This design comes from an exercise in tuning for small area, a short achievable clock period and few clock cycles per item on the open sky130 flow, not from production work.
Function was checked by simulation only, so behaviour that the tests miss may differ from the original.
No activity file was given, so power comes from the tool's default toggle rates.

Setup of v18:
Design sorted_unique_set_engine, start of the top module:
module sorted_unique_set_engine (
  input  wire logic        clk,
  input  wire logic        rst_n,
  input  wire logic        in_valid,
  output logic             in_ready,
  input  wire logic [1:0]  in_kind,
  input  wire logic [31:0] in_value,
  output logic             out_valid,
  input  wire logic        out_ready,
  output logic             out_was_present,
  output logic [1:0]       out_status,
  output logic [4:0]       out_entry_count
);
For scale: roughly 1600 cells after synthesis, about 48 I/O pins, about 0.026 mm2 of cells after synthesis.
==> flow/config.mk <==
export PLATFORM = sky130hd
export DESIGN_NAME = sorted_unique_set_engine
export DESIGN_NICKNAME = sorted_unique_set_engine
export VERILOG_FILES = /design/flow/design.v
export SDC_FILE = /design/flow/constraint.sdc
export NUM_CORES = 4
export LEC_CHECK = 0
export CAP_MARGIN = 10
export CORE_MARGIN = 2
export CORE_UTILIZATION = 40
export SETUP_SLACK_MARGIN = 3.7
export SLEW_MARGIN = 10
==> flow/constraint.sdc <==
create_clock -name core_clock -period 6.0 [get_ports {clk}]
set_input_delay 1.2000 -clock core_clock [delete_from_list [all_inputs] [get_ports {clk}]]
set_output_delay 1.2000 -clock core_clock [all_outputs]
set_load 0.01 [all_outputs]
standard.sh (not shown) runs the stock make flow with config.mk's settings and CLKGATE_MAP_FILE= SYNTH_SCRIPT=/design/flow/synth_recipe.tcl, a recipe that flattens the netlist after the stock synthesis.
==> flow/flow/run.sh <==
#!/bin/bash
# The standard layout (standard.sh) with two changes: clock tree synthesis
# uses larger sink clusters and no dummy loads, for a smaller clock tree; and
# the buffers that the standard flow puts on every input and output port are
# buf_2 cells instead of delay buffers. Everything else (synthesis, floorplan,
# power grid, placement, routing) is the standard flow's. make's full output
# goes to flow_make.log.
set -euo pipefail
CTS="-sink_clustering_enable -repair_clock_nets -sink_clustering_size 25 -sink_clustering_max_diameter 70 -dont_use_dummy_load"
BUF="-buffer_cell sky130_fd_sc_hd__buf_2"
sed "s|\"\${@:-finish}\"|CTS_ARGS=\"$CTS\" BUFFER_PORTS_ARGS=\"$BUF\" \"\${@:-finish}\"|" standard.sh > lean.sh
grep -q "CTS_ARGS=" lean.sh
bash lean.sh > flow_make.log 2>&1
Testbench counts of v18, summed over its fixed seeds: cycles 32,024, items 32,000.
## Diff of input files: v44 against v18
# v18
export LEC_CHECK = 0
export CAP_MARGIN = 10
export CORE_MARGIN = 2
export CORE_UTILIZATION = 40
export SETUP_SLACK_MARGIN = 3.7
export SLEW_MARGIN = 10
create_clock -name core_clock -period 6.0 [get_ports {clk}]
# v44
export LEC_CHECK = 0
export CAP_MARGIN = 20
export CORE_MARGIN = 2
export CORE_UTILIZATION = 50
export SETUP_SLACK_MARGIN = 3.7
export SLEW_MARGIN = 20
create_clock -name core_clock -period 6.0 [get_ports {clk}]
Notes after the runs:
v44: flow completed, timing, DRC and antenna clean. More vias were needed by v44 than by v18. v44 vs v18: internal portion of total power down slightly. Utilization: v44 vs v18 up 11 points. Diff v44 and v18: starting utilization of the core area higher in v44. Going from v18 to v44, signed area change from the synthesized netlist to the final layout went down; HPWL after detailed placement fell about 1.3%; power went down; wire length stayed essentially flat; sequential share of layout area increased by 0.95 points relative to the old numbers. Compared to v18, v44 shows a narrower setup margin. Mean routed wirelength per cell, v44 and v18: higher on v44.
## Diff of input files: v40 against v44
# v44
export LEC_CHECK = 0
export CAP_MARGIN = 20
export CORE_MARGIN = 2
export CORE_UTILIZATION = 50
export SETUP_SLACK_MARGIN = 3.7
export SLEW_MARGIN = 20
create_clock -name core_clock -period 6.0 [get_ports {clk}]
# v40
export LEC_CHECK = 0
export CAP_MARGIN = 20
export CORE_MARGIN = 2
export CORE_UTILIZATION = 40
export PLACE_DENSITY = 0.8
export SETUP_SLACK_MARGIN = 3.7
export SLEW_MARGIN = 20
create_clock -name core_clock -period 6.0 [get_ports {clk}]
### Flow results
v40 against v44: critical path's largest stage delay rose by 0.03 ns, first-pass GRT wire length now sits lower, sequential share of cell area went down, actual transition at the worst max-transition pin went down by 0.11 ns, met2 routing resource usage after global routing lower. Compared with v44, post-place instance area in v40 increased slightly. v44 -> v40: count of fill cells added during filler insertion increased by more than a quarter. Diff v40..v44 | share of the clock period used by the worst path after layout | negligible. Compared with v44, v40 shows a higher post-placement setup slack. Number of clock buffers in the layout sits lower in v40 than in v44.
#### Input delta (v53 over v40)
# v40
export LEC_CHECK = 0
export CAP_MARGIN = 20
export CORE_MARGIN = 2
export CORE_UTILIZATION = 40
export PLACE_DENSITY = 0.8
export SETUP_SLACK_MARGIN = 3.7
export SLEW_MARGIN = 20
create_clock -name core_clock -period 6.0 [get_ports {clk}]
# v53
export LEC_CHECK = 0
export CAP_MARGIN = 20
export CORE_MARGIN = 2
export CORE_UTILIZATION = 40
export SETUP_SLACK_MARGIN = 3.7
export SLEW_MARGIN = 20
create_clock -name core_clock -period 6.0 [get_ports {clk}]
--- a/flow/flow/run.sh
+++ b/flow/flow/run.sh
@@ -10,3 +10,3 @@
 BUF="-buffer_cell sky130_fd_sc_hd__buf_2"
-sed "s|\"\${@:-finish}\"|CTS_ARGS=\"$CTS\" BUFFER_PORTS_ARGS=\"$BUF\" \"\${@:-finish}\"|" standard.sh > lean.sh
+sed "s|\"\${@:-finish}\"|CTS_ARGS=\"$CTS\" BUFFER_PORTS_ARGS=\"$BUF\" SETUP_MOVE_SEQUENCE=unbuffer,sizeup,swap \"\${@:-finish}\"|" standard.sh > lean.sh
 grep -q "CTS_ARGS=" lean.sh
Notes after the runs:
Diff v40 -> v53: tightest hold margin went down, final core area utilization did not really move, worst setup slack went down, worst max-slew margin expressed relative to the limit went down. v53: power share of the sequential group is 1.0 points lower than what v40 reported. The clock buffer count in v40 is 0.923 times that in v53. Power: v53 draws more than v40.

========
== run A ==
sorted_unique_set_engine again, from the RTL that the note above started with.
export LEC_CHECK = 0
export CAP_MARGIN = 20
export CORE_MARGIN = 2
export CORE_UTILIZATION = 40
export SETUP_SLACK_MARGIN = 3.75
export SLEW_MARGIN = 20
create_clock -name core_clock -period 6.0 [get_ports {clk}]
==> flow/flow/run.sh <==
#!/bin/bash
# The standard layout (standard.sh) with two changes: clock tree synthesis
# uses larger sink clusters and no dummy loads, for a smaller clock tree; and
# the buffers that the standard flow puts on every input and output port are
# buf_2 cells instead of delay buffers. Everything else (synthesis, floorplan,
# power grid, placement, routing) is the standard flow's. make's full output
# goes to flow_make.log.
set -euo pipefail
CTS="-sink_clustering_enable -repair_clock_nets -sink_clustering_size 25 -sink_clustering_max_diameter 70 -dont_use_dummy_load"
BUF="-buffer_cell sky130_fd_sc_hd__buf_2"
sed "s|\"\${@:-finish}\"|CTS_ARGS=\"$CTS\" BUFFER_PORTS_ARGS=\"$BUF\" \"\${@:-finish}\"|" standard.sh > lean.sh
grep -q "CTS_ARGS=" lean.sh
bash lean.sh > flow_make.log 2>&1
Run A: all stages complete, timing, DRC and antenna checks passed
Testbench counts of run A, summed over its fixed seeds: cycles 32,024, items 32,000.
The inputs of run B differ from those of run A as listed below.
Settings: SETUP_SLACK_MARGIN changed from 3.75 to 3.7.
==> flow/flow/run.sh <==
#!/bin/bash
# The standard layout (standard.sh) with two changes: clock tree synthesis
# uses larger sink clusters, clkbuf_8 sink buffers and no dummy loads, for a
# smaller clock tree; and
# the buffers that the standard flow puts on every input and output port are
# buf_2 cells instead of delay buffers. Everything else (synthesis, floorplan,
# power grid, placement, routing) is the standard flow's. make's full output
# goes to flow_make.log.
set -euo pipefail
CTS="-sink_clustering_enable -repair_clock_nets -sink_clustering_size 18 -sink_clustering_max_diameter 60 -dont_use_dummy_load -buf_list {sky130_fd_sc_hd__clkbuf_8 sky130_fd_sc_hd__clkbuf_16} -sink_clustering_buffer sky130_fd_sc_hd__clkbuf_8"
BUF="-buffer_cell sky130_fd_sc_hd__buf_2"
sed "s|\"\${@:-finish}\"|CTS_ARGS=\"$CTS\" BUFFER_PORTS_ARGS=\"$BUF\" \"\${@:-finish}\"|" standard.sh > lean.sh
grep -q "CTS_ARGS=" lean.sh
bash lean.sh > flow_make.log 2>&1
### Flow results
The post-route cell area in run B sits 210 µm² below the value recorded for run A. Run A has higher utilization than run B. Run B vs. run A: worst IR drop on VDD went down by about 9%, clock network fraction of design power went down 3.6 points, post-route worst setup slack +0.0050 ns. [run B] hold slack fell 0.072 ns relative to run A.
[inputs] run C vs run B
==> flow/flow/run.sh <==
#!/bin/bash
# The standard layout (standard.sh) with two changes: clock tree synthesis
# uses larger sink clusters and no dummy loads, for a smaller clock tree; and
# the buffers that the standard flow puts on every input and output port are
# buf_2 cells instead of delay buffers. Everything else (synthesis, floorplan,
# power grid, placement, routing) is the standard flow's. make's full output
# goes to flow_make.log.
set -euo pipefail
CTS="-sink_clustering_enable -repair_clock_nets -sink_clustering_size 25 -sink_clustering_max_diameter 70 -dont_use_dummy_load"
BUF="-buffer_cell sky130_fd_sc_hd__buf_2"
sed "s|\"\${@:-finish}\"|CTS_ARGS=\"$CTS\" BUFFER_PORTS_ARGS=\"$BUF\" \"\${@:-finish}\"|" standard.sh > lean.sh
grep -q "CTS_ARGS=" lean.sh
bash lean.sh > flow_make.log 2>&1
## What came out
Run C vs run B: layout clock buffer count down by more than 10%
Measured against each other, run C and run B differ in smallest setup slack after layout, the lower figure coming from run B.
For the total vias in the final route, run C came in 0.31% lower than run B did.
Run B → run C: post-layout minimum cycle time fell 0.019 ns, share of total power in combinational logic fell 0.3 points, number of fill cells fell about 0.6%, clock power rose 18%.
Global-route usage: run C vs run B — no meaningful difference
Compared to run B, run C has sequential portion of the cell area 0.79 points lower.
Number of signal-net buffers in the layout, run C and run B, lower one = run B.
Going from run B to run C, internal power component grows by 6.0%.
## Diff of input files: run D against run C
==> flow/flow/run.sh <==
#!/bin/bash
# The standard layout (standard.sh) with two changes: clock tree synthesis
# uses larger sink clusters, clkbuf_8 sink buffers and no dummy loads, for a
# smaller clock tree; and
# the buffers that the standard flow puts on every input and output port are
# buf_2 cells instead of delay buffers. Everything else (synthesis, floorplan,
# power grid, placement, routing) is the standard flow's. make's full output
# goes to flow_make.log.
set -euo pipefail
CTS="-sink_clustering_enable -repair_clock_nets -sink_clustering_size 20 -sink_clustering_max_diameter 60 -dont_use_dummy_load -buf_list {sky130_fd_sc_hd__clkbuf_8 sky130_fd_sc_hd__clkbuf_16} -sink_clustering_buffer sky130_fd_sc_hd__clkbuf_8"
BUF="-buffer_cell sky130_fd_sc_hd__buf_2"
sed "s|\"\${@:-finish}\"|CTS_ARGS=\"$CTS\" BUFFER_PORTS_ARGS=\"$BUF\" \"\${@:-finish}\"|" standard.sh > lean.sh
grep -q "CTS_ARGS=" lean.sh
bash lean.sh > flow_make.log 2>&1
Results
Compared with run C, run D shows a number of clock-tree buffers in the layout that is 7 higher. Between run D and run C, the difference in area enclosed by the die boundary is negligible. Run D ends up with higher worst hold margin than run C does. Run D packs its core looser than run C. Area added between synthesis and finish delta for run D relative to run C: 1.5 points lower. Of run D and run C, it is run D that has the lower design area. Run C leaves more setup margin than run D. Number of nets produced by synthesis: run C vs run D identical. Between run D and run C, the difference in routed wire length is negligible. Diff run D..run C | remaining global-route overflow | unchanged.

-- static timing again, ports no longer ideal --
The flow's constraints put no driver on any port. The routed layouts listed below were extracted and timed again, unchanged, in two steps.
Step 1, drivers: a clkbuf_16 drives clk and a buf_2 each remaining input, both assumed.
Step 2 moves the port delays by t, midway between the first and last clock arrival at a register: inputs arrive t later, outputs are due t later. That takes back most of the time a late clock gives input paths.
a / b / c = ideal / step 1 / step 2; a / b = the first two.
| run | t, ns | slack for setup (ns) | worst setup path at the end | worst data-port slew with drivers (ns) |
|---|---|---|---|---|
| v18 | 0.612 | 3.719 / 3.656 / 3.306 | input to register | 0.03 |
| v44 | 0.623 | 3.685 / 3.624 / 3.353 | input to register | 0.03 |
| v40 | 0.607 | 3.684 / 3.626 / 3.353 | input to register | 0.06 |
| v53 | 0.609 | 3.656 / 3.597 / 3.309 | input to register | 0.03 |
| run A | 0.613 | 3.695 / 3.636 / 3.438 | input to register | 0.03 |
| run B | 0.600 | 3.700 / 3.641 / 3.343 | input to register | 0.03 |
| run C | 0.612 | 3.719 / 3.656 / 3.306 | input to register | 0.03 |
| run D | 0.607 | 3.696 / 3.639 / 3.313 | input to register | 0.03 |
After both steps setup and hold are still met in every run listed.
